This is an optimization exercise on Yosys and OpenROAD, whose aim is small area and a short achievable clock period, not a production implementation.
Function was checked by simulation only, so behaviour that the tests miss may differ from the original.
Power is estimated from default activity; no workload was simulated.

**design.v**
```verilog
package dla_pkg;
    localparam int DIM_WID   = 6;
    localparam int DEPTH_WID = 4;
    localparam int SHIFT_WID = 5;
    localparam int ADDR_WID  = 16;
    localparam int SUM_WID   = 36;
endpackage
`timescale 1ns/100ps
import dla_pkg::*;
module tile_sequencer (
    input  logic                 clock,
    input  logic                 rst,
    input  logic                 tile_start,
    input  logic [DIM_WID-1:0]   tile_length,
    input  logic [DIM_WID-1:0]   tile_height,
    input  logic [DEPTH_WID-1:0] valid_num,
    input  logic [SHIFT_WID-1:0] qtf_shift,
    input  logic                 beat_valid,
    input  logic [15:0]          ifm_pixel,
    input  logic [127:0]         wgt_vec,
    output logic                 busy,
    output logic                 v1,
    output logic                 f1,
    output logic                 l1,
    output logic                 e1,
    output logic                 t1,
    output logic [7:0]           neg1,
    output logic [7:0]           one1,
    output logic [7:0]           two1,
    output logic [127:0]         w1,
    output logic [SHIFT_WID-1:0] sh1
);
    logic [DIM_WID-1:0]   len_m1;
    logic [DEPTH_WID-1:0] vn_m1;
    logic [SHIFT_WID-1:0] sh_cfg;
    logic [DEPTH_WID-1:0] beat_left;
    logic [DIM_WID-1:0]   col_left;
    logic [DIM_WID-1:0]   row_left;
    logic                 first_f;
    logic accept, beat_last, col_last, row_last;
    logic [7:0] neg0, one0, two0;
    assign accept    = busy && beat_valid;
    assign beat_last = (beat_left == '0);
    assign col_last  = (col_left == '0);
    assign row_last  = (row_left == '0);
    always_ff @(posedge clock) begin
        if (rst) begin
            busy <= 1'b0;
        end else if (!busy) begin
            busy <= tile_start;
        end else if (accept && beat_last && col_last && row_last) begin
            busy <= 1'b0;
        end
    end
    always_ff @(posedge clock) begin
        if (!busy) begin
            if (tile_start) begin
                len_m1    <= tile_length - DIM_WID'(1);
                vn_m1     <= valid_num - DEPTH_WID'(1);
                sh_cfg    <= qtf_shift;
                beat_left <= valid_num - DEPTH_WID'(1);
                col_left  <= tile_length - DIM_WID'(1);
                row_left  <= tile_height - DIM_WID'(1);
                first_f   <= 1'b1;
            end
        end else if (accept) begin
            first_f <= beat_last;
            if (!beat_last) begin
                beat_left <= beat_left - DEPTH_WID'(1);
            end else begin
                beat_left <= vn_m1;
                if (!col_last) begin
                    col_left <= col_left - DIM_WID'(1);
                end else begin
                    col_left <= len_m1;
                    row_left <= row_left - DIM_WID'(1);
                end
            end
        end
    end
    always_ff @(posedge clock) begin
        if (rst) begin
            v1 <= 1'b0;
        end else begin
            v1 <= accept;
        end
    end
    booth_enc u_enc (.x(ifm_pixel), .neg(neg0), .one(one0), .two(two0));
    always_ff @(posedge clock) begin
        f1   <= first_f && accept;
        l1   <= beat_last;
        e1   <= col_last;
        t1   <= col_last && row_last;
        neg1 <= neg0 & {8{accept}};
        one1 <= one0 & {8{accept}};
        two1 <= two0 & {8{accept}};
        w1   <= wgt_vec;
        sh1  <= sh_cfg;
    end
endmodule
`timescale 1ns/100ps
import dla_pkg::*;
module mac_row (
    input  logic                            clock,
    input  logic                            rst,
    input  logic                            v1,
    input  logic                            f1,
    input  logic                            l1,
    input  logic [7:0]                      neg1,
    input  logic [7:0]                      one1,
    input  logic [7:0]                      two1,
    input  logic [127:0]                    w1,
    input  logic [127:0]                    bias,
    output logic                            pv3,
    output logic [7:0][SUM_WID-1:0]         acc
);
    logic                          v2, f2, l2;
    logic [7:0][SUM_WID-1:0]       ps, pc, ps2, pc2;
    for (genvar i = 0; i < 8; i++) begin : g_lane
        booth_mul u_mul (
            .neg (neg1),
            .one (one1),
            .two (two1),
            .w   (w1[16*i +: 16]),
            .b   (bias[16*i +: 16]),
            .bf  (f1),
            .ps  (ps[i]),
            .pc  (pc[i])
        );
    end
    always_ff @(posedge clock) begin
        if (rst) begin
            v2 <= 1'b0;
        end else begin
            v2 <= v1;
        end
    end
    always_ff @(posedge clock) begin
        f2  <= f1;
        l2  <= l1;
        ps2 <= ps;
        pc2 <= pc;
    end
    always_ff @(posedge clock) begin
        if (rst) begin
            pv3 <= 1'b0;
        end else begin
            pv3 <= v2 && l2;
        end
    end
    for (genvar i = 0; i < 8; i++) begin : g_acc
        logic [SUM_WID-1:0] base, xs, xc;
        assign base = f2 ? '0 : acc[i];
        assign xs   = base ^ ps2[i] ^ pc2[i];
        assign xc   = ((base & ps2[i]) | (base & pc2[i]) | (ps2[i] & pc2[i])) << 1;
        always_ff @(posedge clock) begin
            acc[i] <= xs + xc;
        end
    end
endmodule
module booth_enc (
    input  logic [15:0] x,
    output logic [7:0] neg,
    output logic [7:0] one,
    output logic [7:0] two
);
    wire [16:0] xe = {x, 1'b0};
    genvar j;
    for (j = 0; j < 8; j++) begin : g_dig
        assign neg[j] = xe[2*j+2];
        assign one[j] = xe[2*j+1] ^ xe[2*j];
        assign two[j] = (xe[2*j+2] & ~xe[2*j+1] & ~xe[2*j]) | (~xe[2*j+2] & xe[2*j+1] & xe[2*j]);
    end
endmodule
module booth_mul (
    input  logic [7:0] neg,
    input  logic [7:0] one,
    input  logic [7:0] two,
    input  logic [15:0] w,
    input  logic [15:0] b,
    input  logic bf,
    output logic [35:0] ps,
    output logic [35:0] pc
);
    wire [16:0] we = {w[15], w};
    wire [16:0] we2 = {w, 1'b0};
    wire [15:0] bb = b & {16{bf}};
    wire [16:0] pp0 = (({17{one[0]}} & we) | ({17{two[0]}} & we2)) ^ {17{neg[0]}};
    wire [16:0] pp1 = (({17{one[1]}} & we) | ({17{two[1]}} & we2)) ^ {17{neg[1]}};
    wire [16:0] pp2 = (({17{one[2]}} & we) | ({17{two[2]}} & we2)) ^ {17{neg[2]}};
    wire [16:0] pp3 = (({17{one[3]}} & we) | ({17{two[3]}} & we2)) ^ {17{neg[3]}};
    wire [16:0] pp4 = (({17{one[4]}} & we) | ({17{two[4]}} & we2)) ^ {17{neg[4]}};
    wire [16:0] pp5 = (({17{one[5]}} & we) | ({17{two[5]}} & we2)) ^ {17{neg[5]}};
    wire [16:0] pp6 = (({17{one[6]}} & we) | ({17{two[6]}} & we2)) ^ {17{neg[6]}};
    wire [16:0] pp7 = (({17{one[7]}} & we) | ({17{two[7]}} & we2)) ^ {17{neg[7]}};
    wire hs0 = neg[7] ^ pp0[14];
    wire hc0 = neg[7] & pp0[14];
    wire fs1 = ~(pp0[15] ^ pp1[13]);
    wire fc1 = pp0[15] | pp1[13];
    wire hs2 = neg[4] ^ pp0[8];
    wire hc2 = neg[4] & pp0[8];
    wire hs3 = pp0[9] ^ pp1[7];
    wire hc3 = pp0[9] & pp1[7];
    wire fs4 = neg[5] ^ pp0[10] ^ pp1[8];
    wire fc4 = (neg[5] & pp0[10]) | (neg[5] & pp1[8]) | (pp0[10] & pp1[8]);
    wire hs5 = pp2[6] ^ pp3[4];
    wire hc5 = pp2[6] & pp3[4];
    wire fs6 = pp0[11] ^ pp1[9] ^ pp2[7];
    wire fc6 = (pp0[11] & pp1[9]) | (pp0[11] & pp2[7]) | (pp1[9] & pp2[7]);
    wire hs7 = pp3[5] ^ pp4[3];
    wire hc7 = pp3[5] & pp4[3];
    wire fs8 = neg[6] ^ pp0[12] ^ pp1[10];
    wire fc8 = (neg[6] & pp0[12]) | (neg[6] & pp1[10]) | (pp0[12] & pp1[10]);
    wire fs9 = pp2[8] ^ pp3[6] ^ pp4[4];
    wire fc9 = (pp2[8] & pp3[6]) | (pp2[8] & pp4[4]) | (pp3[6] & pp4[4]);
    wire hs10 = pp5[2] ^ pp6[0];
    wire hc10 = pp5[2] & pp6[0];
    wire fs11 = pp0[13] ^ pp1[11] ^ pp2[9];
    wire fc11 = (pp0[13] & pp1[11]) | (pp0[13] & pp2[9]) | (pp1[11] & pp2[9]);
    wire fs12 = pp3[7] ^ pp4[5] ^ pp5[3];
    wire fc12 = (pp3[7] & pp4[5]) | (pp3[7] & pp5[3]) | (pp4[5] & pp5[3]);
    wire hs13 = pp6[1] ^ bb[13];
    wire hc13 = pp6[1] & bb[13];
    wire fs14 = pp1[12] ^ pp2[10] ^ pp3[8];
    wire fc14 = (pp1[12] & pp2[10]) | (pp1[12] & pp3[8]) | (pp2[10] & pp3[8]);
    wire fs15 = pp4[6] ^ pp5[4] ^ pp6[2];
    wire fc15 = (pp4[6] & pp5[4]) | (pp4[6] & pp6[2]) | (pp5[4] & pp6[2]);
    wire fs16 = pp7[0] ^ hs0 ^ bb[14];
    wire fc16 = (pp7[0] & hs0) | (pp7[0] & bb[14]) | (hs0 & bb[14]);
    wire fs17 = pp2[11] ^ pp3[9] ^ pp4[7];
    wire fc17 = (pp2[11] & pp3[9]) | (pp2[11] & pp4[7]) | (pp3[9] & pp4[7]);
    wire fs18 = pp5[5] ^ pp6[3] ^ pp7[1];
    wire fc18 = (pp5[5] & pp6[3]) | (pp5[5] & pp7[1]) | (pp6[3] & pp7[1]);
    wire fs19 = hc0 ^ fs1 ^ ~bb[15];
    wire fc19 = (hc0 & fs1) | (hc0 & ~bb[15]) | (fs1 & ~bb[15]);
    wire fs20 = ~pp0[16] ^ pp1[14] ^ pp2[12];
    wire fc20 = (~pp0[16] & pp1[14]) | (~pp0[16] & pp2[12]) | (pp1[14] & pp2[12]);
    wire fs21 = pp3[10] ^ pp4[8] ^ pp5[6];
    wire fc21 = (pp3[10] & pp4[8]) | (pp3[10] & pp5[6]) | (pp4[8] & pp5[6]);
    wire fs22 = pp6[4] ^ pp7[2] ^ fc1;
    wire fc22 = (pp6[4] & pp7[2]) | (pp6[4] & fc1) | (pp7[2] & fc1);
    wire fs23 = ~(pp1[15] ^ pp2[13]);
    wire fc23 = pp1[15] | pp2[13];
    wire fs24 = pp3[11] ^ pp4[9] ^ pp5[7];
    wire fc24 = (pp3[11] & pp4[9]) | (pp3[11] & pp5[7]) | (pp4[9] & pp5[7]);
    wire hs25 = pp6[5] ^ pp7[3];
    wire hc25 = pp6[5] & pp7[3];
    wire fs26 = ~pp1[16] ^ pp2[14] ^ pp3[12];
    wire fc26 = (~pp1[16] & pp2[14]) | (~pp1[16] & pp3[12]) | (pp2[14] & pp3[12]);
    wire fs27 = pp4[10] ^ pp5[8] ^ pp6[6];
    wire fc27 = (pp4[10] & pp5[8]) | (pp4[10] & pp6[6]) | (pp5[8] & pp6[6]);
    wire fs28 = ~(pp2[15] ^ pp3[13]);
    wire fc28 = pp2[15] | pp3[13];
    wire hs29 = pp4[11] ^ pp5[9];
    wire hc29 = pp4[11] & pp5[9];
    wire fs30 = ~pp2[16] ^ pp3[14] ^ pp4[12];
    wire fc30 = (~pp2[16] & pp3[14]) | (~pp2[16] & pp4[12]) | (pp3[14] & pp4[12]);
    wire hs31 = ~pp3[15];
    wire hc31 = pp3[15];
    wire hs32 = neg[2] ^ pp0[4];
    wire hc32 = neg[2] & pp0[4];
    wire hs33 = pp0[5] ^ pp1[3];
    wire hc33 = pp0[5] & pp1[3];
    wire fs34 = neg[3] ^ pp0[6] ^ pp1[4];
    wire fc34 = (neg[3] & pp0[6]) | (neg[3] & pp1[4]) | (pp0[6] & pp1[4]);
    wire hs35 = pp2[2] ^ pp3[0];
    wire hc35 = pp2[2] & pp3[0];
    wire fs36 = pp0[7] ^ pp1[5] ^ pp2[3];
    wire fc36 = (pp0[7] & pp1[5]) | (pp0[7] & pp2[3]) | (pp1[5] & pp2[3]);
    wire hs37 = pp3[1] ^ bb[7];
    wire hc37 = pp3[1] & bb[7];
    wire fs38 = pp1[6] ^ pp2[4] ^ pp3[2];
    wire fc38 = (pp1[6] & pp2[4]) | (pp1[6] & pp3[2]) | (pp2[4] & pp3[2]);
    wire fs39 = pp4[0] ^ hs2 ^ bb[8];
    wire fc39 = (pp4[0] & hs2) | (pp4[0] & bb[8]) | (hs2 & bb[8]);
    wire fs40 = pp2[5] ^ pp3[3] ^ pp4[1];
    wire fc40 = (pp2[5] & pp3[3]) | (pp2[5] & pp4[1]) | (pp3[3] & pp4[1]);
    wire fs41 = hc2 ^ hs3 ^ bb[9];
    wire fc41 = (hc2 & hs3) | (hc2 & bb[9]) | (hs3 & bb[9]);
    wire fs42 = pp4[2] ^ pp5[0] ^ hc3;
    wire fc42 = (pp4[2] & pp5[0]) | (pp4[2] & hc3) | (pp5[0] & hc3);
    wire fs43 = hs5 ^ fs4 ^ bb[10];
    wire fc43 = (hs5 & fs4) | (hs5 & bb[10]) | (fs4 & bb[10]);
    wire fs44 = pp5[1] ^ hc5 ^ hs7;
    wire fc44 = (pp5[1] & hc5) | (pp5[1] & hs7) | (hc5 & hs7);
    wire fs45 = fc4 ^ fs6 ^ bb[11];
    wire fc45 = (fc4 & fs6) | (fc4 & bb[11]) | (fs6 & bb[11]);
    wire fs46 = hc7 ^ hs10 ^ fc6;
    wire fc46 = (hc7 & hs10) | (hc7 & fc6) | (hs10 & fc6);
    wire fs47 = fs8 ^ fs9 ^ bb[12];
    wire fc47 = (fs8 & fs9) | (fs8 & bb[12]) | (fs9 & bb[12]);
    wire fs48 = hc10 ^ fc8 ^ fc9;
    wire fc48 = (hc10 & fc8) | (hc10 & fc9) | (fc8 & fc9);
    wire fs49 = fs11 ^ fs12 ^ hs13;
    wire fc49 = (fs11 & fs12) | (fs11 & hs13) | (fs12 & hs13);
    wire fs50 = fc11 ^ fc12 ^ fs14;
    wire fc50 = (fc11 & fc12) | (fc11 & fs14) | (fc12 & fs14);
    wire fs51 = fs15 ^ hc13 ^ fs16;
    wire fc51 = (fs15 & hc13) | (fs15 & fs16) | (hc13 & fs16);
    wire fs52 = fc14 ^ fc15 ^ fs17;
    wire fc52 = (fc14 & fc15) | (fc14 & fs17) | (fc15 & fs17);
    wire fs53 = fs18 ^ fc16 ^ fs19;
    wire fc53 = (fs18 & fc16) | (fs18 & fs19) | (fc16 & fs19);
    wire fs54 = fc17 ^ fc18 ^ fs20;
    wire fc54 = (fc17 & fc18) | (fc17 & fs20) | (fc18 & fs20);
    wire fs55 = fs21 ^ fs22 ^ fc19;
    wire fc55 = (fs21 & fs22) | (fs21 & fc19) | (fs22 & fc19);
    wire fs56 = hs25 ^ fc20 ^ fc21;
    wire fc56 = (hs25 & fc20) | (hs25 & fc21) | (fc20 & fc21);
    wire fs57 = fs23 ^ fs24 ^ fc22;
    wire fc57 = (fs23 & fs24) | (fs23 & fc22) | (fs24 & fc22);
    wire fs58 = pp7[4] ^ hc25 ^ fc23;
    wire fc58 = (pp7[4] & hc25) | (pp7[4] & fc23) | (hc25 & fc23);
    wire fs59 = fc24 ^ fs26 ^ fs27;
    wire fc59 = (fc24 & fs26) | (fc24 & fs27) | (fs26 & fs27);
    wire fs60 = pp6[7] ^ pp7[5] ^ hs29;
    wire fc60 = (pp6[7] & pp7[5]) | (pp6[7] & hs29) | (pp7[5] & hs29);
    wire fs61 = fc26 ^ fc27 ^ fs28;
    wire fc61 = (fc26 & fc27) | (fc26 & fs28) | (fc27 & fs28);
    wire fs62 = pp5[10] ^ pp6[8] ^ pp7[6];
    wire fc62 = (pp5[10] & pp6[8]) | (pp5[10] & pp7[6]) | (pp6[8] & pp7[6]);
    wire fs63 = hc29 ^ fc28 ^ fs30;
    wire fc63 = (hc29 & fc28) | (hc29 & fs30) | (fc28 & fs30);
    wire fs64 = pp4[13] ^ pp5[11] ^ pp6[9];
    wire fc64 = (pp4[13] & pp5[11]) | (pp4[13] & pp6[9]) | (pp5[11] & pp6[9]);
    wire fs65 = pp7[7] ^ hs31 ^ fc30;
    wire fc65 = (pp7[7] & hs31) | (pp7[7] & fc30) | (hs31 & fc30);
    wire fs66 = ~pp3[16] ^ pp4[14] ^ pp5[12];
    wire fc66 = (~pp3[16] & pp4[14]) | (~pp3[16] & pp5[12]) | (pp4[14] & pp5[12]);
    wire fs67 = pp6[10] ^ pp7[8] ^ hc31;
    wire fc67 = (pp6[10] & pp7[8]) | (pp6[10] & hc31) | (pp7[8] & hc31);
    wire fs68 = ~(pp4[15] ^ pp5[13]);
    wire fc68 = pp4[15] | pp5[13];
    wire hs69 = pp6[11] ^ pp7[9];
    wire hc69 = pp6[11] & pp7[9];
    wire fs70 = ~pp4[16] ^ pp5[14] ^ pp6[12];
    wire fc70 = (~pp4[16] & pp5[14]) | (~pp4[16] & pp6[12]) | (pp5[14] & pp6[12]);
    wire hs71 = ~pp5[15];
    wire hc71 = pp5[15];
    wire hs72 = neg[1] ^ pp0[2];
    wire hc72 = neg[1] & pp0[2];
    wire hs73 = pp0[3] ^ pp1[1];
    wire hc73 = pp0[3] & pp1[1];
    wire fs74 = pp1[2] ^ pp2[0] ^ hs32;
    wire fc74 = (pp1[2] & pp2[0]) | (pp1[2] & hs32) | (pp2[0] & hs32);
    wire fs75 = pp2[1] ^ hc32 ^ hs33;
    wire fc75 = (pp2[1] & hc32) | (pp2[1] & hs33) | (hc32 & hs33);
    wire fs76 = hc33 ^ hs35 ^ fs34;
    wire fc76 = (hc33 & hs35) | (hc33 & fs34) | (hs35 & fs34);
    wire fs77 = hc35 ^ fc34 ^ fs36;
    wire fc77 = (hc35 & fc34) | (hc35 & fs36) | (fc34 & fs36);
    wire fs78 = fc36 ^ fs38 ^ hc37;
    wire fc78 = (fc36 & fs38) | (fc36 & hc37) | (fs38 & hc37);
    wire fs79 = fc38 ^ fs40 ^ fc39;
    wire fc79 = (fc38 & fs40) | (fc38 & fc39) | (fs40 & fc39);
    wire fs80 = fc40 ^ fs42 ^ fc41;
    wire fc80 = (fc40 & fs42) | (fc40 & fc41) | (fs42 & fc41);
    wire fs81 = fc42 ^ fs44 ^ fc43;
    wire fc81 = (fc42 & fs44) | (fc42 & fc43) | (fs44 & fc43);
    wire fs82 = fc44 ^ fs46 ^ fc45;
    wire fc82 = (fc44 & fs46) | (fc44 & fc45) | (fs46 & fc45);
    wire fs83 = fc46 ^ fs48 ^ fc47;
    wire fc83 = (fc46 & fs48) | (fc46 & fc47) | (fs48 & fc47);
    wire fs84 = fc48 ^ fs50 ^ fc49;
    wire fc84 = (fc48 & fs50) | (fc48 & fc49) | (fs50 & fc49);
    wire fs85 = fc50 ^ fs52 ^ fc51;
    wire fc85 = (fc50 & fs52) | (fc50 & fc51) | (fs52 & fc51);
    wire fs86 = fc52 ^ fs54 ^ fc53;
    wire fc86 = (fc52 & fs54) | (fc52 & fc53) | (fs54 & fc53);
    wire fs87 = fc54 ^ fs56 ^ fs57;
    wire fc87 = (fc54 & fs56) | (fc54 & fs57) | (fs56 & fs57);
    wire fs88 = fc56 ^ fs58 ^ fs59;
    wire fc88 = (fc56 & fs58) | (fc56 & fs59) | (fs58 & fs59);
    wire fs89 = fs60 ^ fc58 ^ fc59;
    wire fc89 = (fs60 & fc58) | (fs60 & fc59) | (fc58 & fc59);
    wire fs90 = fs62 ^ fc60 ^ fc61;
    wire fc90 = (fs62 & fc60) | (fs62 & fc61) | (fc60 & fc61);
    wire fs91 = fc62 ^ fs64 ^ fc63;
    wire fc91 = (fc62 & fs64) | (fc62 & fc63) | (fs64 & fc63);
    wire fs92 = fc64 ^ fs66 ^ fs67;
    wire fc92 = (fc64 & fs66) | (fc64 & fs67) | (fs66 & fs67);
    wire fs93 = hs69 ^ fc66 ^ fs68;
    wire fc93 = (hs69 & fc66) | (hs69 & fs68) | (fc66 & fs68);
    wire fs94 = pp7[10] ^ hc69 ^ fc68;
    wire fc94 = (pp7[10] & hc69) | (pp7[10] & fc68) | (hc69 & fc68);
    wire fs95 = pp6[13] ^ pp7[11] ^ hs71;
    wire fc95 = (pp6[13] & pp7[11]) | (pp6[13] & hs71) | (pp7[11] & hs71);
    wire fs96 = ~pp5[16] ^ pp6[14] ^ pp7[12];
    wire fc96 = (~pp5[16] & pp6[14]) | (~pp5[16] & pp7[12]) | (pp6[14] & pp7[12]);
    wire hs97 = ~pp6[15];
    wire hc97 = pp6[15];
    wire hs98 = neg[0] ^ pp0[0];
    wire hc98 = neg[0] & pp0[0];
    wire hs99 = pp0[1] ^ bb[1];
    wire hc99 = pp0[1] & bb[1];
    wire fs100 = pp1[0] ^ hs72 ^ bb[2];
    wire fc100 = (pp1[0] & hs72) | (pp1[0] & bb[2]) | (hs72 & bb[2]);
    wire fs101 = hc72 ^ hs73 ^ bb[3];
    wire fc101 = (hc72 & hs73) | (hc72 & bb[3]) | (hs73 & bb[3]);
    wire fs102 = hc73 ^ fs74 ^ bb[4];
    wire fc102 = (hc73 & fs74) | (hc73 & bb[4]) | (fs74 & bb[4]);
    wire fs103 = fc74 ^ fs75 ^ bb[5];
    wire fc103 = (fc74 & fs75) | (fc74 & bb[5]) | (fs75 & bb[5]);
    wire fs104 = fc75 ^ fs76 ^ bb[6];
    wire fc104 = (fc75 & fs76) | (fc75 & bb[6]) | (fs76 & bb[6]);
    wire fs105 = fc76 ^ fs77 ^ hs37;
    wire fc105 = (fc76 & fs77) | (fc76 & hs37) | (fs77 & hs37);
    wire fs106 = fc77 ^ fs39 ^ fs78;
    wire fc106 = (fc77 & fs39) | (fc77 & fs78) | (fs39 & fs78);
    wire fs107 = fs41 ^ fc78 ^ fs79;
    wire fc107 = (fs41 & fc78) | (fs41 & fs79) | (fc78 & fs79);
    wire fs108 = fs43 ^ fc79 ^ fs80;
    wire fc108 = (fs43 & fc79) | (fs43 & fs80) | (fc79 & fs80);
    wire fs109 = fs45 ^ fc80 ^ fs81;
    wire fc109 = (fs45 & fc80) | (fs45 & fs81) | (fc80 & fs81);
    wire fs110 = fs47 ^ fc81 ^ fs82;
    wire fc110 = (fs47 & fc81) | (fs47 & fs82) | (fc81 & fs82);
    wire fs111 = fs49 ^ fc82 ^ fs83;
    wire fc111 = (fs49 & fc82) | (fs49 & fs83) | (fc82 & fs83);
    wire fs112 = fc83 ^ fs51 ^ fs84;
    wire fc112 = (fc83 & fs51) | (fc83 & fs84) | (fs51 & fs84);
    wire fs113 = fs53 ^ fc84 ^ fs85;
    wire fc113 = (fs53 & fc84) | (fs53 & fs85) | (fc84 & fs85);
    wire fs114 = fs55 ^ fc85 ^ fs86;
    wire fc114 = (fs55 & fc85) | (fs55 & fs86) | (fc85 & fs86);
    wire fs115 = fs87 ^ fc55 ^ fc86;
    wire fc115 = (fs87 & fc55) | (fs87 & fc86) | (fc55 & fc86);
    wire fs116 = fs88 ^ fc57 ^ fc87;
    wire fc116 = (fs88 & fc57) | (fs88 & fc87) | (fc57 & fc87);
    wire fs117 = fs61 ^ fc88 ^ fs89;
    wire fc117 = (fs61 & fc88) | (fs61 & fs89) | (fc88 & fs89);
    wire fs118 = fs63 ^ fc89 ^ fs90;
    wire fc118 = (fs63 & fc89) | (fs63 & fs90) | (fc89 & fs90);
    wire fs119 = fs65 ^ fc90 ^ fs91;
    wire fc119 = (fs65 & fc90) | (fs65 & fs91) | (fc90 & fs91);
    wire fs120 = fc65 ^ fs92 ^ fc91;
    wire fc120 = (fc65 & fs92) | (fc65 & fc91) | (fs92 & fc91);
    wire fs121 = fc67 ^ fs93 ^ fc92;
    wire fc121 = (fc67 & fs93) | (fc67 & fc92) | (fs93 & fc92);
    wire fs122 = fs70 ^ fc93 ^ fs94;
    wire fc122 = (fs70 & fc93) | (fs70 & fs94) | (fc93 & fs94);
    wire fs123 = fc70 ^ fs95 ^ fc94;
    wire fc123 = (fc70 & fs95) | (fc70 & fc94) | (fs95 & fc94);
    wire fs124 = hc71 ^ fs96 ^ fc95;
    wire fc124 = (hc71 & fs96) | (hc71 & fc95) | (fs96 & fc95);
    wire fs125 = pp7[13] ^ hs97 ^ fc96;
    wire fc125 = (pp7[13] & hs97) | (pp7[13] & fc96) | (hs97 & fc96);
    wire fs126 = ~pp6[16] ^ pp7[14] ^ hc97;
    wire fc126 = (~pp6[16] & pp7[14]) | (~pp6[16] & hc97) | (pp7[14] & hc97);
    wire hs127 = ~pp7[15];
    wire hc127 = pp7[15];
    assign ps = {1'b1, 1'b1, 1'b1, 1'b1, 1'b1, hc127, fc126, fc125, fc124, fc123, fc122, fc121, fc120, fc119, fc118, fc117, fc116, fc115, fc114, fc113, fc112, fc111, fc110, fc109, fc108, fc107, fc106, fc105, fc104, fc103, fc102, fc101, fc100, hc99, hc98, hs98};
    assign pc = {1'b0, 1'b0, 1'b0, 1'b0, 1'b0, ~pp7[16], hs127, fs126, fs125, fs124, fs123, fs122, fs121, fs120, fs119, fs118, fs117, fs116, fs115, fs114, fs113, fs112, fs111, fs110, fs109, fs108, fs107, fs106, fs105, fs104, fs103, fs102, fs101, fs100, hs99, bb[0]};
endmodule
`timescale 1ns/100ps
import dla_pkg::*;
module qtf_unit (
    input  logic                     clock,
    input  logic                     rst,
    input  logic                     pv3,
    input  logic [7:0][SUM_WID-1:0]  acc,
    input  logic [SHIFT_WID-1:0]     sh3,
    output logic                     pv4,
    output logic [7:0][15:0]         q4
);
    logic [SUM_WID-17:0] keep;
    always_comb begin
        for (int k = 0; k <= SUM_WID - 17; k++) begin
            keep[k] = (k >= int'(sh3));
        end
    end
    always_ff @(posedge clock) begin
        if (rst) begin
            pv4 <= 1'b0;
        end else begin
            pv4 <= pv3;
        end
    end
    for (genvar i = 0; i < 8; i++) begin : g_lane
        logic signed [SUM_WID-1:0] s, t;
        logic                      sgn, ovf;
        assign s   = $signed(acc[i]);
        assign sgn = s[SUM_WID-1];
        assign t   = s >>> sh3;
        assign ovf = |((s[SUM_WID-2:15] ^ {(SUM_WID-16){sgn}}) & keep);
        always_ff @(posedge clock) begin
            q4[i] <= ovf ? {sgn, {15{~sgn}}} : t[15:0];
        end
    end
endmodule
`timescale 1ns/100ps
import dla_pkg::*;
module glb_writer (
    input  logic                  clock,
    input  logic                  rst,
    input  logic [ADDR_WID-1:0]   of_base_addr,
    input  logic [ADDR_WID-1:0]   of_page_length,
    input  logic                  pv4,
    input  logic                  e4,
    input  logic                  t4,
    input  logic [127:0]          q4,
    output logic                  of_wr_en,
    output logic [ADDR_WID-1:0]   of_wr_addr,
    output logic [127:0]          of_wr_data,
    output logic                  tile_done
);
    logic                nf;         
    logic                peor;       
    logic [ADDR_WID-1:0] row_base;   
    logic [ADDR_WID-1:0] ax, ay, an;
    logic [ADDR_WID-1:0] base_r, page_r;
    always_ff @(posedge clock) begin
        base_r <= of_base_addr;
        page_r <= of_page_length;
    end
    assign ax = nf ? base_r : (peor ? row_base : of_wr_addr);
    assign ay = nf ? '0 : (peor ? page_r : ADDR_WID'(1));
    assign an = ax + ay;
    always_ff @(posedge clock) begin
        if (rst) begin
            of_wr_en  <= 1'b0;
            tile_done <= 1'b0;
            nf        <= 1'b1;
        end else begin
            of_wr_en  <= pv4;
            tile_done <= pv4 && t4;
            if (pv4) begin
                nf <= t4;
            end
        end
    end
    always_ff @(posedge clock) begin
        of_wr_data <= q4;
        if (pv4) begin
            peor       <= e4;
            of_wr_addr <= an;
            if (nf || peor) begin
                row_base <= an;
            end
        end
    end
endmodule
`timescale 1ns/100ps
import dla_pkg::*;
module dla_core #(
    parameter int SIZE     = 8,
    parameter int DATA_WID = 16,
    parameter int ACC_WID  = 40
) (
    input  logic                          clock,
    input  logic                          rst,
    input  logic                          tile_start,
    input  logic [DIM_WID-1:0]            tile_length,
    input  logic [DIM_WID-1:0]            tile_height,
    input  logic [DEPTH_WID-1:0]          valid_num,
    input  logic [SHIFT_WID-1:0]          qtf_shift,
    input  logic [SIZE*DATA_WID-1:0]      bias,
    output logic                          busy,
    input  logic                          beat_valid,
    input  logic signed [DATA_WID-1:0]    ifm_pixel,
    input  logic [SIZE*DATA_WID-1:0]      wgt_vec,
    input  logic [ADDR_WID-1:0]           of_base_addr,
    input  logic [ADDR_WID-1:0]           of_page_length,
    output logic                          of_wr_en,
    output logic [ADDR_WID-1:0]           of_wr_addr,
    output logic [SIZE*DATA_WID-1:0]      of_wr_data,
    output logic                          tile_done
);
    logic                    v1, f1, l1, e1, t1;
    logic [7:0]              neg1, one1, two1;
    logic [127:0]            w1;
    logic [SHIFT_WID-1:0]    sh1, sh2, sh3;
    logic                    e2, t2, e3, t3, e4, t4;
    logic                    pv3, pv4;
    logic [7:0][SUM_WID-1:0] acc;
    logic [7:0][15:0]        q4;
    tile_sequencer u_tile_sequencer (
        .clock       (clock),
        .rst         (rst),
        .tile_start  (tile_start),
        .tile_length (tile_length),
        .tile_height (tile_height),
        .valid_num   (valid_num),
        .qtf_shift   (qtf_shift),
        .beat_valid  (beat_valid),
        .ifm_pixel   (ifm_pixel),
        .wgt_vec     (wgt_vec),
        .busy        (busy),
        .v1          (v1),
        .f1          (f1),
        .l1          (l1),
        .e1          (e1),
        .t1          (t1),
        .neg1        (neg1),
        .one1        (one1),
        .two1        (two1),
        .w1          (w1),
        .sh1         (sh1)
    );
    mac_row u_mac_row (
        .clock (clock),
        .rst   (rst),
        .v1    (v1),
        .f1    (f1),
        .l1    (l1),
        .neg1  (neg1),
        .one1  (one1),
        .two1  (two1),
        .w1    (w1),
        .bias  (bias),
        .pv3   (pv3),
        .acc   (acc)
    );
    always_ff @(posedge clock) begin
        e2  <= e1;
        t2  <= t1;
        e3  <= e2;
        t3  <= t2;
        e4  <= e3;
        t4  <= t3;
        sh2 <= sh1;
        sh3 <= sh2;
    end
    qtf_unit u_qtf_unit (
        .clock (clock),
        .rst   (rst),
        .pv3   (pv3),
        .acc   (acc),
        .sh3   (sh3),
        .pv4   (pv4),
        .q4    (q4)
    );
    glb_writer u_glb_writer (
        .clock          (clock),
        .rst            (rst),
        .of_base_addr   (of_base_addr),
        .of_page_length (of_page_length),
        .pv4            (pv4),
        .e4             (e4),
        .t4             (t4),
        .q4             (q4),
        .of_wr_en       (of_wr_en),
        .of_wr_addr     (of_wr_addr),
        .of_wr_data     (of_wr_data),
        .tile_done      (tile_done)
    );
endmodule
```
**run.sh**
```bash
#!/bin/bash
# synth_recipe.tcl (not shown) runs the flow's synth.tcl, then flattens the netlist and writes it again
# the make line also repeats each setting of config.mk as NAME=value (left out here)
make -C /OpenROAD-flow-scripts/flow DESIGN_CONFIG=/design/flow/config.mk WORK_HOME=/design/flow/orfs CLKGATE_MAP_FILE= SYNTH_SCRIPT=/design/flow/synth_recipe.tcl finish
```
**config.mk**
```make
export PLATFORM = sky130hd
export DESIGN_NAME = dla_core
export DESIGN_NICKNAME = dla_core
export VERILOG_FILES = /design/flow/design.v
export SDC_FILE = /design/flow/constraint.sdc
export NUM_CORES = 4
export LEC_CHECK = 0
export CAP_MARGIN = 20
export CORE_MARGIN = 2
export CORE_UTILIZATION = 40
export SETUP_SLACK_MARGIN = 5
export SLEW_MARGIN = 20
```
**constraint.sdc**
```tcl
create_clock -name core_clock -period 9.0 [get_ports {clock}]
set_input_delay 1.8000 -clock core_clock [delete_from_list [all_inputs] [get_ports {clock}]]
set_output_delay 1.8000 -clock core_clock [all_outputs]
set_load 0.01 [all_outputs]
```
==> impl_summary.txt, run 1 <==
----------------------------------------------------
[Outcome]
  Result of the run ... finished clean

[Floorplanning]
  Die height ... 531 um
  Overall die area ... 282000 um^2
  Number of top-level pins ... 476
  Core outline area ... 276000 um^2
  Initial Util ... 40.2%
  Die Width ... 531 um
  Placement row count ... 193

[Timing]
  Highest achievable clock rate ... 242 MHz
  Maximum clock skew at final layout ... 92.4 ps
  Total of endpoints with negative setup slack in the final report ... 0
  Headroom to the max-slew limit ... 13.4%
  RSZ-0062 raised after global routing ... yes
  Post-layout min period ... 4130 ps
  Slew Limit Fails ... 0
  Crit share post-route ... 45.9%
  Final sum of negative setup slack ... 0 ps
  Hold slack final ... 290 ps
  Final hold vios ... 0
  Slew @ Worst Pin ... 1260 ps

[Setup path]
  Crit path max-delay cell type ... sky130_fd_sc_hd__fa_1
  Endpoint kind of the worst setup timing path ... register
  Critical path type ... register to register
  Data required time of the critical path ... 9800 ps
  Worst-path cell chain ... buf_4 > buf_8 > buf_4 > clkbuf_16 > nand2b_1 > fa_1 > inv_1 > ha_1 > a21oi_1 > o21ai_2 > a211oi_2 > o21ai_1 > a31oi_2 > nor2_1 > a41oi_2 > o221ai_1 > a21oi_1 > xnor2_1
  Logic depth of the worst register-to-register path ... 18
  Reg2reg start ... u_mac_row.f2
  Arrival time reported for the critical path endpoint ... 4940 ps
  Startpoint type of the worst setup path ... register
  CP endpoint ... u_mac_row.acc[178]
  Origin of the worst setup path ... u_mac_row.f2
  Endpoint of the worst register-to-register path ... u_mac_row.acc[178]
  Stage delay of the slowest cell on the critical path ... 490 ps
  Biggest fanout along the worst timing path ... 13
  Reg2Reg Setup Slack ... 4870 ps

[Global route]
  Total overflow reported by the global router ... 0
  Met1 GRT Util ... 40.8%
  Met2 routing resource usage after global routing ... 38.9%
  Met3 routing resource usage after global routing ... 8.82%
  GRT busiest layer ... met1
  Via count of the first global-routing pass ... 88389
  Global router's overall resource usage ... 28.3%
  Pin count of the biggest net entering global routing ... 131
  Global-route wire length before repair ... 594 mm
  Number of antenna violations at the first check in global routing ... 28

[Power]
  Peak VDD IR ... 0.000209 V
  Pwr dens ... 359 nW/um^2
  Leakage power figure ... 54.6 nW

[Placement]
  Total of buffers placed on input and output ports ... 475
  Gp weighted congestion ... 1.00
  Half-perimeter wire length of the detailed placement result ... 289 mm
  Placed Area ... 118000 um^2

[Synthesis]
  Number of synthesized register bits ... 1324
  Synthesized Nets ... 13505
  Commonest cells post-synth ... sky130_fd_sc_hd__inv_1, sky130_fd_sc_hd__dfxtp_1, sky130_fd_sc_hd__fa_1, sky130_fd_sc_hd__a22oi_1, sky130_fd_sc_hd__xnor2_1
  Largest cells by area after synthesis ... sky130_fd_sc_hd__dfxtp_1, sky130_fd_sc_hd__fa_1, sky130_fd_sc_hd__inv_1, sky130_fd_sc_hd__a22oi_1, sky130_fd_sc_hd__xnor2_1
  Sequential element share of the synthesized area ... 24.5%
  Cell type with the highest aggregate area in the netlist ... sky130_fd_sc_hd__dfxtp_1
  Primary FF master, synth ... sky130_fd_sc_hd__dfxtp_1
  Synth cell types ... 87
  Count of mapped cells out of synthesis ... 11634
  Count leader, synth ... sky130_fd_sc_hd__inv_1
  Synth top area share ... 22.7%
  Warnings from Yosys ... 5
  Count of flip-flops with a built-in enable after synthesis ... 65
  Ys async rst share ... 0%
  Synthesized cell area ... 111000 um^2
  Average cell area after synthesis ... 9.54 um^2

[Layout]
  Fraction of layout instances using a drive strength above 1 ... 8.99%
  Final Util ... 46.0%
  Final-layout fill cell count ... 25854
  Total Nets Final ... 13503
  Area delta synth->final ... 14.6%
  Summed area of non-filler cells in the final layout ... 127000 um^2

[Clock network]
  Clk slew on worst S/H paths ... 60 ps
  TritonCTS clock tree ... built
  Buffer levels on the longest clock path ... 4
  Source-to-sink clock delay at the later pin of the worst-skew pair ... 910 ps
  Number of H-tree branching levels ... 4
  TritonCTS Sinks ... 1324
  Root buffer selected by CTS ... sky130_fd_sc_hd__clkbuf_16
  Total clock buffers created by CTS ... 168
  Count of hold buffers inserted by post-cts repair ... 0

[Hold path]
  Min-Delay Path Depth ... 0
  Tightest Hold Check Type ... register to register

[Detailed routing]
  First DRT Iteration DRCs ... 9812
  Remaining DRCs ... 0
  Drt total wl ... 413 mm
  Via count ... 88181
  First drt pass iteration count ... 8
  Vias per std cell ... 5.70
  Average routed wire per standard cell ... 26.7 um
  Number of routed nets with antenna violations ... 0

[Run]
  Max_cap viols ... 0

----------------------------------------------------
## metal layers
metal	vias up	share of wire, %
met4	24	4.6
met5	-	0.043
met2	5376	39
met3	976	13
li1	38191	-
met1	43614	43
## cell usage in the layout, fill, tap and decap left out, types with 19 or more instances in the layout
cell                              Yosys  routed
sky130_fd_sc_hd__a211oi_1            82      74
sky130_fd_sc_hd__a21o_1             150     150
sky130_fd_sc_hd__a21oi_1            380     348
sky130_fd_sc_hd__a21oi_2              2      27
sky130_fd_sc_hd__a22oi_1            975     975
sky130_fd_sc_hd__a31oi_1             40      31
sky130_fd_sc_hd__and2_1             142     142
sky130_fd_sc_hd__and3_1              45      44
sky130_fd_sc_hd__buf_12               0      45
sky130_fd_sc_hd__buf_4                2     156
sky130_fd_sc_hd__buf_6                3      21
sky130_fd_sc_hd__clkbuf_1           675      19
sky130_fd_sc_hd__clkbuf_16            0     178
sky130_fd_sc_hd__clkbuf_8             0      29
sky130_fd_sc_hd__clkdlybuf4s50_1      0     475
sky130_fd_sc_hd__clkinv_2             0      27
sky130_fd_sc_hd__dfxtp_1           1259    1222
sky130_fd_sc_hd__dfxtp_4              0      32
sky130_fd_sc_hd__edfxtp_1            65      65
sky130_fd_sc_hd__fa_1              1073    1062
sky130_fd_sc_hd__ha_1               469     448
sky130_fd_sc_hd__inv_1             1962    1961
sky130_fd_sc_hd__mux2i_1            478     472
sky130_fd_sc_hd__mux4_2             245     245
sky130_fd_sc_hd__nand2_1            478     473
sky130_fd_sc_hd__nand2b_1           295     292
sky130_fd_sc_hd__nand3_1             75      73
sky130_fd_sc_hd__nand4_1             37      37
sky130_fd_sc_hd__nor2_1             258     253
sky130_fd_sc_hd__nor2b_1             76      71
sky130_fd_sc_hd__nor3_1              45      36
sky130_fd_sc_hd__o211ai_1            36      36
sky130_fd_sc_hd__o21a_1              44      44
sky130_fd_sc_hd__o21ai_0            265     230
sky130_fd_sc_hd__o21ai_1             10      25
sky130_fd_sc_hd__o21bai_1            44      43
sky130_fd_sc_hd__o22ai_1             38      37
sky130_fd_sc_hd__xnor2_1            809     809
sky130_fd_sc_hd__xor2_1             569     569
## worst max-delay path, delay by kind of cell (launching register included)
| family | cells | cell delay, ps |
|---|---|---|
| adder cells (fa/ha/maj) | 2 | 870 |
| AO/OA/AOI/OAI | 8 | 1760 |
| XOR/XNOR | 1 | 130 |
| buffers and inverters | 5 | 680 |
| flip-flops | 1 | 390 |
| AND/OR/NAND/NOR | 2 | 280 |
## metrics by stage
stage	total power [mW]	instances	setup slack [ps]
finish	45.7	15469	4870
global route	49.1	15465	4760
CTS	44.2	15377	4830
detailed placement	36.3	15013	3690
global placement	35.9	15013	3730
floorplan	28.4	11634	4950
## registers in the layout, summed over array words and instances (netlist names), 128 cells and up
name / flops
u_mac_row.acc: 288
u_mac_row.pc2: 248
u_mac_row.ps2: 248
u_glb_writer.of_wr_data: 128
u_qtf_unit.q4: 128
u_tile_sequencer.w1: 128
## layout make-up
cell class,count,area (um^2),area share [%]
diodes,6,15.0,0.0118
multi-input cells,7432,74100,58.3
clock inverters,76,923,0.726
repair buffers,738,8030,6.31
well taps,3705,4640,3.65
clock buffers,220,4770,3.76
inverters,1968,7410,5.83
flip-flops and latches,1324,27300,21.5
## cells by family (layout without fill, tap and decap cells)
family	after synthesis	in the layout	share of synthesized area, %
flops	1324	1324	24.5
xor+xnor	1378	1378	10.9
mux	741	741	9.47
other cells	0	6	0
buf+inv	2879	3002	9.80
fa+ha+maj	1543	1543	24.7
simple gates	1526	1527	6.87
compound gates	2243	2243	13.8
## where the power goes
part | leakage, nW | internal (mW) | total (mW) | switching (mW)
registers | 11.2 | 8.36 | 11.5 | 3.11
clock network | 2.80 | 4.21 | 7.02 | 2.81
logic | 40.6 | 12.0 | 27.2 | 15.2
## timing repair
item,in CTS,in global routing
buffers inserted,61,79
gates resized for setup,153,173
cloned,7,7
pin swaps,21,72
endpoints found under the setup margin,453,202
## worst min path at each step
stage | start | to | slack [ps]
floorplan | u_tile_sequencer.e1 | e2 | 310
global placement | u_tile_sequencer.sh1[2] | sh2[2] | 310
global route | u_qtf_unit.q4[62] | u_glb_writer.of_wr_data[62] | 310
finish | u_qtf_unit.q4[62] | u_glb_writer.of_wr_data[62] | 290
CTS | u_qtf_unit.q4[62] | u_glb_writer.of_wr_data[62] | 290
detailed placement | sh2[3] | sh3[3] | 310
==> run 2: changes to the inputs <==
==> flow/run.sh (new file) <==
#!/bin/bash
# Own layout flow: the standard synthesis unchanged, then the standard ORFS
# steps with the resizer allowed to change a cell's footprint (so repair can
# upsize gates on the critical paths). Each step's full output goes to a log
# file in this folder; ORFS's own per-step logs stay under orfs/logs.
set -euo pipefail
bash standard.sh synth > synth.log 2>&1
sed 's/CLKGATE_MAP_FILE= /CLKGATE_MAP_FILE= MATCH_CELL_FOOTPRINT=0 /' standard.sh > layout.sh
bash layout.sh finish > layout.log 2>&1
==> standard.sh (new file) <==
#!/bin/bash
# synth_recipe.tcl (not shown) runs the flow's synth.tcl, then flattens the netlist and writes it again
# the make line also repeats each setting of config.mk as NAME=value (left out here)
make -C /OpenROAD-flow-scripts/flow DESIGN_CONFIG=/design/flow/config.mk WORK_HOME=/design/flow/orfs CLKGATE_MAP_FILE= SYNTH_SCRIPT=/design/flow/synth_recipe.tcl "${@:-finish}"
removed: run.sh
==> run 2 against run 1 <==
  * Sequential share of layout area decreased by 0.092 points
  * Total power up 1.1%
  * Clock skew is 9.4 ps lower
  * Worst hold slack improved by 30 ps
==> impl_summary.txt, run 2 <==
----------------------------------------------------
[Outcome]
  Result of the run ... finished clean (unchanged)

[Detailed routing]
  First DRT Iteration DRCs ... 10941 (was 9812)
  First drt pass iteration count ... 8 (unchanged)
  Via count ... 88260 (was 88181)
  Average routed wire per standard cell ... 27.0 um (was 26.7 um)
  Drt total wl ... 418 mm (was 413 mm)
  Number of routed nets with antenna violations ... 0 (unchanged)
  Vias per std cell ... 5.70 (about the same)
  Remaining DRCs ... 0 (unchanged)

[Synthesis]
  Primary FF master, synth ... sky130_fd_sc_hd__dfxtp_1 (unchanged)
  Count leader, synth ... sky130_fd_sc_hd__inv_1 (unchanged)
  Count of flip-flops with a built-in enable after synthesis ... 65 (unchanged)
  Largest cells by area after synthesis ... sky130_fd_sc_hd__dfxtp_1, sky130_fd_sc_hd__fa_1, sky130_fd_sc_hd__inv_1, sky130_fd_sc_hd__a22oi_1, sky130_fd_sc_hd__xnor2_1 (unchanged)
  Ys async rst share ... 0% (unchanged)
  Cell type with the highest aggregate area in the netlist ... sky130_fd_sc_hd__dfxtp_1 (unchanged)
  Warnings from Yosys ... 5 (unchanged)
  Count of mapped cells out of synthesis ... 11634 (unchanged)
  Number of synthesized register bits ... 1324 (unchanged)
  Commonest cells post-synth ... sky130_fd_sc_hd__inv_1, sky130_fd_sc_hd__dfxtp_1, sky130_fd_sc_hd__fa_1, sky130_fd_sc_hd__a22oi_1, sky130_fd_sc_hd__xnor2_1 (unchanged)
  Sequential element share of the synthesized area ... 24.5% (unchanged)
  Synthesized Nets ... 13505 (unchanged)
  Synth top area share ... 22.7% (unchanged)
  Average cell area after synthesis ... 9.54 um^2 (unchanged)
  Synthesized cell area ... 111000 um^2 (unchanged)
  Synth cell types ... 87 (unchanged)

[Layout]
  Largest register FFs ... 288 (unchanged)
  Most flops, register ... u_mac_row.acc (unchanged)
  Registers with the highest flip-flop counts ... u_mac_row.acc: 288 flops, u_mac_row.pc2: 248 flops, u_mac_row.ps2: 248 flops (unchanged)
  Highest-count cells in the layout ignoring fill and taps ... sky130_fd_sc_hd__inv_1, sky130_fd_sc_hd__dfxtp_1, sky130_fd_sc_hd__fa_1, sky130_fd_sc_hd__a22oi_1, sky130_fd_sc_hd__xnor2_1 (unchanged)
  Total Nets Final ... 13528 (was 13503)
  Area delta synth->final ... 15.1% (was 14.6%)
  Final-layout fill cell count ... 25965 (was 25854)
  Fraction of layout instances using a drive strength above 1 ... 9.53% (was 8.99%)
  Most common cell after layout, fill and taps aside ... sky130_fd_sc_hd__inv_1 (unchanged)
  Non-filler cells in the finished layout ... 15495 (was 15469)

[Timing]
  Total of endpoints with negative setup slack in the final report ... 0 (unchanged)
  Maximum clock skew at final layout ... 83.0 ps (was 92.4 ps)
  Worst Slack Setup Final ... 4980 ps (was 4870 ps)
  Slew @ Worst Pin ... 1170 ps (was 1260 ps)
  Highest achievable clock rate ... 249 MHz (was 242 MHz)
  Hold slack final ... 320 ps (was 290 ps)
  Headroom to the max-slew limit ... 21.7% (was 13.4%)
  RSZ-0062 raised after global routing ... yes (unchanged)
  Crit share post-route ... 44.7% (was 45.9%)
  Slew Limit Fails ... 0 (unchanged)
  Post-layout min period ... 4020 ps (was 4130 ps)
  Final sum of negative setup slack ... 0 ps (unchanged)
  Final hold vios ... 0 (unchanged)

[Floorplanning]
  Die Width ... 531 um (unchanged)
  Core outline area ... 276000 um^2 (unchanged)
  Initial Util ... 40.2% (unchanged)
  Number of top-level pins ... 476 (unchanged)
  Die height ... 531 um (unchanged)
  Overall die area ... 282000 um^2 (unchanged)
  Placement row count ... 193 (unchanged)

[Placement]
  Gp weighted congestion ... 0.951 (was 1.00)
  Half-perimeter wire length of the detailed placement result ... 292 mm (was 289 mm)
  Total of buffers placed on input and output ports ... 475 (unchanged)
  Pre-CTS setup slack ... 3920 ps (was 3690 ps)
  Cell count after placement ... 15026 (was 15013)

[Clock network]
  Source-to-sink clock delay at the later pin of the worst-skew pair ... 900 ps (was 910 ps)
  Number of H-tree branching levels ... 4 (unchanged)
  Root buffer selected by CTS ... sky130_fd_sc_hd__clkbuf_16 (unchanged)
  Clk slew on worst S/H paths ... 80 ps (was 60 ps)
  TritonCTS clock tree ... built (unchanged)
  Buffer levels on the longest clock path ... 4 (unchanged)
  TritonCTS Sinks ... 1324 (unchanged)
  Total clock buffers created by CTS ... 169 (was 168)

[Setup path]
  Category of cells accounting for the largest share of critical-path delay ... compound AO/OA/AOI/OAI gates (unchanged)
  Biggest fanout along the worst timing path ... 4 (was 13)
  Worst-path cell chain ... buf_12 > buf_16 > buf_12 > nand2b_4 > fa_1 > inv_1 > ha_2 > inv_2 > fa_2 > nor2b_1 > o21a_1 > o21ai_2 > a211o_1 > a32oi_2 > a21oi_2 > o21ai_2 > a31oi_2 > buf_4 > a211o_1 (was buf_4 > buf_8 > buf_4 > clkbuf_16 > nand2b_1 > fa_1 > inv_1 > ha_1 > a21oi_1 > o21ai_2 > a211oi_2 > o21ai_1 > a31oi_2 > nor2_1 > a41oi_2 > o221ai_1 > a21oi_1 > xnor2_1)
  Buffers plus inverters on the worst setup path ... 6 (was 5)
  Arrival time reported for the critical path endpoint ... 4740 ps (was 4940 ps)
  Crit path max-delay cell type ... sky130_fd_sc_hd__fa_1 (unchanged)
  Startpoint type of the worst setup path ... register (unchanged)
  Data required time of the critical path ... 9720 ps (was 9800 ps)
  Endpoint kind of the worst setup timing path ... register (unchanged)
  Critical path type ... register to register (unchanged)
  Stage delay of the slowest cell on the critical path ... 440 ps (was 490 ps)

[Global route]
  Number of antenna violations at the first check in global routing ... 20 (was 28)
  Total overflow reported by the global router ... 0 (unchanged)
  Met1 GRT Util ... 41.9% (was 40.8%)
  Met3 routing resource usage after global routing ... 9.12% (was 8.82%)
  Global router's overall resource usage ... 28.6% (was 28.3%)
  Global-route wire length before repair ... 599 mm (was 594 mm)
  Met2 routing resource usage after global routing ... 39.4% (was 38.9%)
  Via count of the first global-routing pass ... 88194 (was 88389)
  GRT busiest layer ... met1 (unchanged)
  Pin count of the biggest net entering global routing ... 167 (was 131)

[Power]
  Total Power ... 46.2 mW (was 45.7 mW)
  Pwr dens ... 362 nW/um^2 (was 359 nW/um^2)
  Peak VDD IR ... 0.000238 V (was 0.000209 V)
  Leakage power figure ... 54.8 nW (was 54.6 nW)

[Hold path]
  Tightest Hold Check Type ... register to register (unchanged)

[Run]
  Max_cap viols ... 0 (unchanged)

----------------------------------------------------
-- run 2: changes by cell type in the layout (fill, tap and decap cells not counted), moves of 6 or more --
cell | before | now
sky130_fd_sc_hd__clkbuf_16 | 178 | 186
sky130_fd_sc_hd__ha_1 | 448 | 434
sky130_fd_sc_hd__inv_6 | 14 | 7
sky130_fd_sc_hd__buf_6 | 21 | 30
sky130_fd_sc_hd__buf_4 | 156 | 165
sky130_fd_sc_hd__mux2i_2 | 6 | 0
sky130_fd_sc_hd__mux2i_1 | 472 | 478
sky130_fd_sc_hd__ha_4 | 11 | 17
sky130_fd_sc_hd__ha_2 | 10 | 18
-- run 2: cell type report --
cell class	count	area (um^2)	share of cell area, %
diodes	10	25.0	0.0196
inverters	1968	7410	5.81
repair buffers	763	8280	6.48
well taps	3705	4640	3.63
clock buffers	220	4850	3.80
flip-flops and latches	1324	27300	21.4
clock inverters	74	896	0.702
multi-input cells	7431	74300	58.2
-- run 2: power breakdown --
group	switching (mW)	internal [mW]	total (mW)
sequential	3.24	8.36	11.6
clock	2.83	4.28	7.11
combinational	15.3	12.2	27.5
total	21.4	24.8	46.2
-- run 2: path summary, 6_finish.rpt --
kind	end	slack, ps	start	depth (start not counted)
min reg2reg	sh3[2]	320	sh2[2]	0
max	u_mac_row.acc[31]	4980	u_mac_row.f2	19
max reg2reg	u_mac_row.acc[31]	4980	u_mac_row.f2	19
min	sh3[2]	320	sh2[2]	0
-- run 2: kinds of logic (layout without fill, tap and decap cells) --
logic type	Yosys count	in the layout	share of synthesized area, %
adders and majority gates	1543	1543	24.7
xor gates and xnor gates	1378	1378	10.9
AOI/OAI and AO/OA	2243	2243	13.8
buffers and inverters	2879	3025	9.80
other	0	10	0
and+or+nand+nor	1526	1526	6.87
DFF	1324	1324	24.5
muxes	741	741	9.47
-- run 2: through the flow --
step	cell area, um^2	utilization (%)
2_1_floorplan	111000	-
3_3_place_gp	118000	42.8
3_5_place_dp	118000	42.8
4_1_cts	126000	45.5
5_1_grt	128000	46.2
6_report	128000	46.2
-- run 2: repair_timing --
action                                  4_1_cts  5_1_grt
hold buffers                                  0        0
cloned                                       13        4
gates resized for setup                     216      207
pin swaps                                    55       97
hold endpoints to repair                      0        0
buffers inserted                             64       84
endpoints found under the setup margin      469      233
-- run 2: per-layer routing --
| layer | routed length (um) | up-vias |
|---|---|---|
| met5 | 0 | - |
| met4 | 15600 | 0 |
| met3 | 52700 | 811 |
| met2 | 165000 | 5110 |
| met1 | 185000 | 44056 |
| li1 | - | 38283 |
==> run 3: changes to the inputs <==
==> flow/run.sh (replaced) <==
#!/bin/bash
# Own layout flow:
#  1. the standard synthesis, unchanged;
#  2. flow/invpush.py rewrites its netlist: a full adder is self-dual, so
#     inverters on two or three of an adder's inputs are moved to its outputs,
#     where most cancel against the inverters that follow (no register is
#     touched);
#  3. the standard ORFS steps from floorplan to finish, with the resizer
#     allowed to change a cell's footprint so repair can upsize gates.
# Each step's full output goes to a log file in this folder; ORFS's own
# per-step logs stay under orfs/logs.
set -euo pipefail
bash standard.sh synth > synth.log 2>&1
EXTRA="MATCH_CELL_FOOTPRINT=0"
R=orfs/results/${FLOW_PLATFORM:-sky130hd}/dla_core/base
cp $R/1_2_yosys.v synth_netlist.v
python3 flow/invpush.py synth_netlist.v $R/1_2_yosys.v > invpush.log 2>&1
rm -f $R/1_synth.odb $R/1_synth.sdc
sed 's/ "${@:-finish}"/ '"$EXTRA"' "${@:-finish}"/' standard.sh > layout.sh
bash layout.sh finish > layout.log 2>&1
==> flow/invpush.py (new file) <==
#!/usr/bin/env python3
"""Push inverters through full adders in a flat sky130hd netlist.

A full adder is self-dual: fa(~a, ~b, ~c) = (~sum, ~cout). Where two or three
of a full adder's inputs come from inverters, the adder is rewired to the
uninverted signals (an inverter is added on any input that was not
inverted) and its outputs are inverted instead; double inverters are then
bypassed and inverters left without loads removed.

Usage: invpush.py IN.v OUT.v
"""
import re
import sys
from collections import defaultdict

INV = re.compile(r"sky130_fd_sc_hd__(clk)?inv_\d+$")
FA = re.compile(r"sky130_fd_sc_hd__fa_\d+$")
OUTPINS = {"X", "Y", "Q", "Q_N", "SUM", "COUT", "HI", "LO"}

src = open(sys.argv[1]).read()
m = re.search(r"\bmodule\s+(\w+)\s*\((.*?)\);", src, re.S)
head_end = m.end()
endm = src.rindex("endmodule")
body = src[head_end:endm]

# statements in the body
stmts = [s.strip() for s in body.split(";") if s.strip()]
decls, assigns, insts = [], [], []
inst_re = re.compile(r"^(\S+)\s+(\S+)\s*\((.*)\)$", re.S)
ports_out = set()
ports_in = set()
for s in stmts:
    if s.startswith(("wire", "input", "output", "inout", "reg")):
        decls.append(s)
        if s.startswith("output"):
            ports_out.update(re.findall(r"([\w\\\[\]\.$]+)\s*$", s))
        continue
    if s.startswith("assign"):
        assigns.append(s)
        continue
    mm = inst_re.match(s)
    if not mm:
        decls.append(s)
        continue
    pins = {}
    for p, n in re.findall(r"\.(\w+)\s*\(\s*([^()]*?)\s*\)", mm.group(3)):
        pins[p] = n
    insts.append([mm.group(1), mm.group(2), pins])

# nets used in assigns or as ports are kept as they are
protected = set()
for a in assigns:
    for tok in re.findall(r"[\\\w][^\s,;{}=]*", a[len("assign"):]):
        protected.add(tok.strip())
for d in decls:
    if d.startswith(("input", "output", "inout")):
        for tok in re.findall(r"(\\\S+|\w+)\s*$", d):
            protected.add(tok)

cells = {}
for t, n, p in insts:
    cells[n] = [t, p]

newid = [0]


def fresh(prefix):
    newid[0] += 1
    return f"{prefix}{newid[0]}_"


new_wires = []


def build_maps():
    drv, loads = {}, defaultdict(list)
    for n, (t, p) in cells.items():
        for pin, net in p.items():
            if pin in OUTPINS:
                drv[net] = n
            else:
                loads[net].append((n, pin))
    return drv, loads


def is_inv(n):
    return n in cells and INV.search(cells[n][0]) is not None


changed = True
rounds = 0
while changed and rounds < 50:
    changed = False
    rounds += 1
    drv, loads = build_maps()
    for n in list(cells):
        if n not in cells:
            continue
        t, p = cells[n]
        if not FA.search(t):
            continue
        ins = ["A", "B", "CIN"]
        inv_in = [drv.get(p[i]) if is_inv(drv.get(p[i])) else None for i in ins]
        k = sum(1 for x in inv_in if x)
        if k < 2:
            continue
        # rewire inputs
        for i, iv in zip(ins, inv_in):
            if iv:
                p[i] = cells[iv][1]["A"]
            else:
                w = "_ip" + fresh("") 
                w = "\\" + w.lstrip("\\") if False else w
                new_wires.append(w)
                cells[fresh("_ipinv")] = ["sky130_fd_sc_hd__inv_1", {"A": p[i], "Y": w}]
                p[i] = w
        # invert outputs
        for o in ("SUM", "COUT"):
            if o not in p:
                continue
            old = p[o]
            w = fresh("_op")
            new_wires.append(w)
            p[o] = w
            cells[fresh("_opinv")] = ["sky130_fd_sc_hd__inv_1", {"A": w, "Y": old}]
        changed = True
        drv, loads = build_maps()
    # bypass double inverters: inv2(inv1(x)) -> loads of inv2 read x
    drv, loads = build_maps()
    for n in list(cells):
        if n not in cells or not is_inv(n):
            continue
        t, p = cells[n]
        d = drv.get(p["A"])
        if d is None or not is_inv(d):
            continue
        x = cells[d][1]["A"]
        y = p["Y"]
        if y in protected:
            continue
        for (ln, lp) in loads[y]:
            cells[ln][1][lp] = x
        del cells[n]
        changed = True
        drv, loads = build_maps()
    # remove dead inverters
    drv, loads = build_maps()
    for n in list(cells):
        if is_inv(n) and not loads.get(cells[n][1]["Y"]) and cells[n][1]["Y"] not in protected:
            del cells[n]
            changed = True

out = [src[:head_end]]
for d in decls:
    out.append("  " + d + " ;")
for w in new_wires:
    out.append(f"  wire {w};")
for n, (t, p) in cells.items():
    conns = ", ".join(f".{k}({v} )" for k, v in p.items())
    out.append(f"  {t} {n} ({conns});")
for a in assigns:
    out.append("  " + a + " ;")
out.append("endmodule")
open(sys.argv[2], "w").write("\n".join(out) + "\n")
ninv = sum(1 for n in cells if is_inv(n))
print(f"rounds {rounds}, inverters now {ninv}", file=sys.stderr)
==> run 3 against run 2 <==
  * Still clean
  * Maximum frequency down 0.25%
  * Synthesized cell count down 9.4%
  * Sequential power about the same
  * Setup slack worse by 10 ps
  * Global-route usage up 0.27 points
  * Sequential share of layout area up 0.74 points
  * Clock power up 0.6%
  * Critical path depth down 1
  * Sequential cell count unchanged
  * Clock skew up 15 ps
  * Combinational power down 3%
  * Cell area down 3.3%
  * Critical path type unchanged
  * Largest power group unchanged
==> impl_summary.txt, run 3 <==
----------------------------------------------------
[Layout]
  Registers with the highest flip-flop counts ... u_mac_row.acc: 288 flops, u_mac_row.pc2: 248 flops, u_mac_row.ps2: 248 flops (unchanged)
  Fraction of layout instances using a drive strength above 1 ... 10.7% (was 9.53%)
  Highest-count cells in the layout ignoring fill and taps ... sky130_fd_sc_hd__dfxtp_1, sky130_fd_sc_hd__fa_1, sky130_fd_sc_hd__a22oi_1, sky130_fd_sc_hd__inv_1, sky130_fd_sc_hd__xnor2_1 (was sky130_fd_sc_hd__inv_1, sky130_fd_sc_hd__dfxtp_1, sky130_fd_sc_hd__fa_1, sky130_fd_sc_hd__a22oi_1, sky130_fd_sc_hd__xnor2_1)
  Area used by sequential logic in the layout ... 27300 um^2 (about the same)
  Final-layout fill cell count ... 24411 (was 25965)
  Total Nets Final ... 12439 (was 13528)
  Area delta synth->final ... 15.5% (was 15.1%)
  Footprint of the multi-input gates ... 74200 um^2 (was 74300 um^2)
  Largest register FFs ... 288 (unchanged)
  Most flops, register ... u_mac_row.acc (unchanged)
  Most common cell after layout, fill and taps aside ... sky130_fd_sc_hd__dfxtp_1 (was sky130_fd_sc_hd__inv_1)

[Placement]
  Gp weighted congestion ... 0.960 (was 0.951)
  Half-perimeter wire length of the detailed placement result ... 285 mm (was 292 mm)
  Total of buffers placed on input and output ports ... 475 (unchanged)

[Detailed routing]
  Average routed wire per standard cell ... 28.9 um (was 27.0 um)
  Via count ... 84518 (was 88260)
  First drt pass iteration count ... 6 (was 8)
  Vias per std cell ... 5.94 (was 5.70)
  Drt total wl ... 412 mm (was 418 mm)
  Number of routed nets with antenna violations ... 0 (unchanged)
  First DRT Iteration DRCs ... 9152 (was 10941)
  Remaining DRCs ... 0 (unchanged)

[Clock network]
  Source-to-sink clock delay at the later pin of the worst-skew pair ... 880 ps (was 900 ps)
  Clk slew on worst S/H paths ... 60 ps (was 80 ps)
  Buffer levels on the longest clock path ... 4 (unchanged)
  Number of H-tree branching levels ... 4 (unchanged)
  TritonCTS Sinks ... 1324 (unchanged)
  TritonCTS clock tree ... built (unchanged)
  Total clock buffers created by CTS ... 166 (was 169)
  Root buffer selected by CTS ... sky130_fd_sc_hd__clkbuf_16 (unchanged)

[Hold path]
  Min-Delay Path Depth ... 0 (unchanged)
  Critical hold path startpoint ... u_tile_sequencer.sh1[2] (was sh2[2])
  Tightest Hold Check Type ... register to register (unchanged)

[Synthesis]
  Warnings from Yosys ... 5 (unchanged)
  Count of mapped cells out of synthesis ... 10539 (was 11634)
  Synthesized cell area ... 107000 um^2 (was 111000 um^2)
  Synthesized Nets ... 12410 (was 13505)
  Average cell area after synthesis ... 10.1 um^2 (was 9.54 um^2)

[Timing]
  Slew Limit Fails ... 0 (unchanged)
  Hold slack final ... 324 ps (was 320 ps)
  Headroom to the max-slew limit ... 19.8% (was 21.7%)
  Highest achievable clock rate ... 248 MHz (was 249 MHz)
  RSZ-0062 raised after global routing ... yes (unchanged)
  Total of endpoints with negative setup slack in the final report ... 0 (unchanged)
  Slew @ Worst Pin ... 1200 ps (was 1170 ps)
  Final sum of negative setup slack ... 0 ps (unchanged)
  Maximum clock skew at final layout ... 97.7 ps (was 83.0 ps)
  Crit share post-route ... 44.8% (was 44.7%)
  Post-layout min period ... 4030 ps (was 4020 ps)
  Final hold vios ... 0 (unchanged)

[Floorplanning]
  Overall die area ... 271000 um^2 (was 282000 um^2)
  Die height ... 521 um (was 531 um)
  Die Width ... 521 um (was 531 um)
  Number of top-level pins ... 476 (unchanged)
  Placement row count ... 189 (was 193)
  Initial Util ... 40.3% (was 40.2%)
  Core outline area ... 265000 um^2 (was 276000 um^2)

[Setup path]
  Arrival time reported for the critical path endpoint ... 4780 ps (was 4740 ps)
  Worst-path cell chain ... buf_12 > buf_12 > buf_16 > nand2b_4 > inv_2 > fa_1 > ha_2 > fa_2 > inv_2 > nor2b_2 > o31a_1 > o311ai_2 > nand2_1 > o21ai_2 > o211ai_1 > a221oi_2 > a31oi_2 > o211a_1 (was buf_12 > buf_16 > buf_12 > nand2b_4 > fa_1 > inv_1 > ha_2 > inv_2 > fa_2 > nor2b_1 > o21a_1 > o21ai_2 > a211o_1 > a32oi_2 > a21oi_2 > o21ai_2 > a31oi_2 > buf_4 > a211o_1)
  Crit path max-delay cell type ... sky130_fd_sc_hd__fa_1 (unchanged)
  Logic depth of the worst register-to-register path ... 18 (was 19)
  Startpoint type of the worst setup path ... register (unchanged)
  Biggest fanout along the worst timing path ... 7 (was 4)
  Buffers plus inverters on the worst setup path ... 5 (was 6)
  Origin of the worst setup path ... u_mac_row.f2 (unchanged)
  Reg2Reg Setup Slack ... 4970 ps (was 4980 ps)
  Endpoint kind of the worst setup timing path ... register (unchanged)
  Data required time of the critical path ... 9750 ps (was 9720 ps)
  Crit. path cell count ... 18 (was 19)
  Category of cells accounting for the largest share of critical-path delay ... compound AO/OA/AOI/OAI gates (unchanged)
  Stage delay of the slowest cell on the critical path ... 440 ps (about the same)
  Reg2reg start ... u_mac_row.f2 (unchanged)
  Critical path type ... register to register (unchanged)

[Global route]
  Number of antenna violations at the first check in global routing ... 22 (was 20)
  Global router's overall resource usage ... 28.8% (was 28.6%)
  Via count of the first global-routing pass ... 85985 (was 88194)
  Global-route wire length before repair ... 585 mm (was 599 mm)
  Pin count of the biggest net entering global routing ... 141 (was 167)
  Total overflow reported by the global router ... 0 (unchanged)

[Run]
  Max_cap viols ... 0 (unchanged)

[Outcome]
  Result of the run ... finished clean (unchanged)

[Power]
  Leakage power figure ... 51.0 nW (was 54.8 nW)
  Peak VDD IR ... 0.000257 V (was 0.000238 V)
  Pwr dens ... 369 nW/um^2 (was 362 nW/um^2)

----------------------------------------------------
[run 3: changes by cell type in the layout (fill, tap and decap cells not counted), sizes merged]
cell,previous run,this run
bufinv,17,23
clkinv,43,39
clkinvlp,7,9
diode,10,11
inv,1975,887
[run 3: layer usage]
layer,global-route usage [%],part of all wire (%),vias to the layer above,wire [um]
met3,9.32,12,943,50400
met5,0.0527,0.027,-,113
li1,-,-,36104,-
met4,10.8,4.4,12,18100
met1,42.0,44,42301,181000
met2,39.3,39,5158,162000
[run 3: per-stage QoR]
stage,power (mW),worst slack [ps],instance area [um^2],utilization (%),cells
after floorplan,28.0,5000,107000,-,10539
after global placement,35.6,3920,114000,42.9,13763
after detailed placement,35.9,4010,114000,42.9,13764
after CTS,43.8,4910,121000,45.7,14124
after global routing,48.7,4850,123000,46.5,14230
final,45.6,4970,123000,46.5,14240
[run 3: repair_timing]
item	4_1_cts	5_1_grt
cloned	6	12
hold buffers	0	0
resized for setup	168	236
buffers inserted	58	93
endpoints found under the setup margin	422	225
hold endpoints to repair	0	0
pin swaps	44	107
[run 3: area by class of cell]
cell class                 count  area share [%]
inverter                     873            2.67
tap                         3533            3.58
sequential                  1324            22.1
clock buffer                 211            3.76
clock inverter                85           0.918
timing repair buffer         772            6.81
antenna                       11          0.0223
multi-input combinational   7431            60.1
[run 3: report_power, final]
group | internal [mW] | total [mW] | switching [mW]
Combinational | 12.1 | 26.6 | 14.5
Clock | 4.32 | 7.15 | 2.82
Sequential | 8.37 | 11.8 | 3.43
Total | 24.8 | 45.6 | 20.8
[run 3: final timing paths]
| check | to |
|---|---|
| setup / recovery | u_mac_row.acc[287] |
| hold / removal | sh2[2] |
| setup reg to reg | u_mac_row.acc[287] |
| hold reg to reg | sh2[2] |

Setup slack of run 3, layout unchanged: 4.969 ns with ideal ports, 4.969 ns with driving cells assumed (clock clkbuf_16, inputs buf_2), 4.238 ns with port delays also shifted by the 0.937 ns mid clock arrival.
